Background: an optimization exercise with open tools, aiming at small area, a short achievable clock period and few clock cycles. Do not read the settings as production practice. Power and IR drop assume default switching activity.

== before ==
## sw_aligner
module sw_aligner (
    input  logic        clk,
    input  logic        rst,
    input  logic        job_req,
    input  logic [31:0] query,
    output logic        job_ack,
    input  logic        sym_req,
    input  logic [1:0]  sym_base,
    input  logic        sym_last,
    output logic        sym_ack,
    output logic        res_req,
    output logic [13:0] res_score,
    output logic [5:0]  res_row,
    output logic [10:0] res_col,
    output logic [10:0] res_end_step,
    output logic        res_xdrop_hit,
    input  logic        res_ack
);
Size in the first run: about 630 flip-flops, roughly 86 I/O pins, about 0.047 mm^2 of cells after synthesis.
==> module sw_pe, before the edit <==
module sw_pe
#(
    parameter int P_ROW = 1              
) (
    input  logic       i_clk,
    input  logic       i_load,
    input  logic       i_en_a,           
    input  logic       i_en_b,           
    input  logic [1:0] i_row_base,
    input  logic [1:0] i_col,
    input  logic       i_top_lo,         
    input  logic [6:0] i_top_open,       
    input  logic [6:0] i_top_f,          
    input  logic [6:0] i_diag,           
    output logic       o_lo,             
    output logic [6:0] o_open,           
    output logic [6:0] o_f,              
    output logic [6:0] o_h,              
    output logic [6:0] o_diag            
);
    localparam logic [6:0] LEFT_INIT = 7'(sw_pkg::SCORE_OFS - 12 - P_ROW);
    logic [1:0] row_base_q;
    logic [6:0] h_q;
    logic [6:0] e_q;
    logic [6:0] f_q;
    logic [6:0] diag_q;
    logic [7:0] open;
    logic [6:0] e_ext;
    logic [6:0] f_ext;
    logic [6:0] e_new;
    logic [6:0] f_new;
    logic       match;
    logic [7:0] d_hi;
    logic [7:0] d_lo;
    logic [6:0] d;
    logic       d_ge_e;
    logic       d_ge_f;
    logic       e_ge_f;
    logic [6:0] h_new;
    always_comb begin
        open   = sw_pkg::add7(h_q, 7'(-13));
        e_ext  = sw_pkg::satdec7(e_q);
        e_new  = (open[7] && sw_pkg::ge7(open[6:0], e_ext)) ? open[6:0] : e_ext;
        f_ext  = sw_pkg::satdec7(i_top_f);
        f_new  = (!i_top_lo && sw_pkg::ge7(i_top_open, f_ext)) ? i_top_open : f_ext;
        match  = row_base_q == i_col;
        d_hi   = sw_pkg::add7(i_diag, 7'd2);
        d_lo   = sw_pkg::add7(i_diag, 7'(-3));
        d      = match ? d_hi[6:0] : (d_lo[7] ? d_lo[6:0] : 7'd0);
        d_ge_e = sw_pkg::ge7(d, e_q);
        d_ge_f = sw_pkg::ge7(d, f_q);
        e_ge_f = sw_pkg::ge7(e_q, f_q);
        if (d_ge_e && d_ge_f) begin
            h_new = d;
        end else if (e_ge_f) begin
            h_new = e_q;
        end else begin
            h_new = f_q;
        end
    end
    always_ff @(posedge i_clk) begin
        if (i_load) begin
            row_base_q <= i_row_base;
            h_q        <= LEFT_INIT;
            e_q        <= 7'd0;
        end else if (i_en_a) begin
            e_q    <= e_new;
            f_q    <= f_new;
        end else if (i_en_b) begin
            h_q    <= h_new;
            diag_q <= h_q;
        end
    end
    assign o_lo   = !open[7];
    assign o_open = open[6:0];
    assign o_f    = f_q;
    assign o_h    = h_q;
    assign o_diag = diag_q;
endmodule
clock: 13.0 ns
lec_check: 0
cap_margin: 20
core_margin: 2
core_utilization: 40
slew_margin: 20
tns_end_percent: 5
standard.sh (not shown) runs the stock make flow with config.mk's settings and CLKGATE_MAP_FILE= SYNTH_SCRIPT=/design/flow/synth_recipe.tcl, a recipe that flattens the netlist after the stock synthesis.
==> flow/flow/run.sh <==
#!/bin/bash
# The standard layout (the standard.sh: ORFS with the standard synthesis)
# with two changes to how the layout is made:
#  - ports get a plain buffer (buf_2) instead of the slow delay cell that
#    buffer_ports picks by default; every port still gets its own buffer
#  - timing repair aims for more slack than the clock period needs, so the
#    repair steps work on the design's worst paths
# Each tool's output goes to ORFS's own logs under orfs/logs; make's output
# goes to flow_make.log here.
set -euo pipefail
export BUFFER_PORTS_ARGS="-buffer_cell sky130_fd_sc_hd__buf_2"
export SETUP_SLACK_MARGIN="${SETUP_SLACK_MARGIN_OVERRIDE:-8.8}"
bash standard.sh > flow_make.log 2>&1
Input changes introduced in after (baseline for comparison: before):
--- a/flow/design.v
+++ b/flow/design.v
@@ -58,6 +58,7 @@
     logic [6:0] e_q;
     logic [6:0] f_q;
     logic [6:0] diag_q;
+    logic [6:0] d_q;
     logic [7:0] open;
     logic [6:0] e_ext;
     logic [6:0] f_ext;
@@ -81,11 +82,11 @@
         d_hi   = sw_pkg::add7(i_diag, 7'd2);
         d_lo   = sw_pkg::add7(i_diag, 7'(-3));
         d      = match ? d_hi[6:0] : (d_lo[7] ? d_lo[6:0] : 7'd0);
-        d_ge_e = sw_pkg::ge7(d, e_q);
-        d_ge_f = sw_pkg::ge7(d, f_q);
+        d_ge_e = sw_pkg::ge7(d_q, e_q);
+        d_ge_f = sw_pkg::ge7(d_q, f_q);
         e_ge_f = sw_pkg::ge7(e_q, f_q);
         if (d_ge_e && d_ge_f) begin
-            h_new = d;
+            h_new = d_q;
         end else if (e_ge_f) begin
             h_new = e_q;
         end else begin
@@ -93,6 +94,9 @@
         end
     end
     always_ff @(posedge i_clk) begin
+        d_q <= d;
+    end
+    always_ff @(posedge i_clk) begin
         if (i_load) begin
             row_base_q <= i_row_base;
             h_q        <= LEFT_INIT;
--- outcome ---
- Setup WNS before -> after: better
- Depth of the critical timing path with buffers and inverters included (after over before): decrease, 10
- Diff before..after | number of buffers inserted for hold repair after clock tree synthesis | unchanged
- Largest family of logic cells by synthesized area: compound AO/OA/AOI/OAI gates -> before, simple AND/OR/NAND/NOR gates -> after
- after vs before, buffers plus inverters on the worst setup path went up by 1.
- Lower synthesized area per cell was reported by before, not after.
- Core utilization | after above before
- Taking before as the reference, in after filler-free cell count of the finished design fell by 139, synthesized-area fraction occupied by ao, oa, aoi and oai cells fell 5.0 points, first-pass GRT wire length moved down, total net switching power dropped about 2%, initial core utilization neither gained nor lost much.
- Re hold slack: before was lower than after.
- Compared before against after; area after synthesis within noise.
Function was not checked in any run of this note: the RTL went through the layout flow alone.

-- port drivers added, routing unchanged --
The flow's constraints put no driver on any port. The routed layouts listed below were extracted and timed again, unchanged, in two steps.
Step 1 (the two cells are an assumption about what drives the block):
set clk [get_ports {clk}]
set_driving_cell -lib_cell sky130_fd_sc_hd__clkbuf_16 $clk
set_driving_cell -lib_cell sky130_fd_sc_hd__buf_2 [delete_from_list [all_inputs] $clk]
Step 2 also shifts input and output timing later by t, the mid clock arrival at the registers, as if the neighbouring blocks saw the same clock.
Slacks: ideal / step 1 / step 2; pairs: ideal / step 1.
| run | shift t [ns] | setup slack, ns | clock arrival spread, ns | slew at the worst register clock pin (ns) |
|---|---|---|---|---|
| before | 0.711 | 8.896 / 8.896 / 8.896 | 0.031 / 0.032 | 0.06 / 0.06 |
| after | 0.756 | 8.953 / 8.877 / 8.898 | 0.031 / 0.031 | 0.06 / 0.06 |
After both steps setup and hold are still met in every run listed. The setup slack of after, which loses most, moves by -0.076 ns with the drivers and by -0.055 ns with both steps.
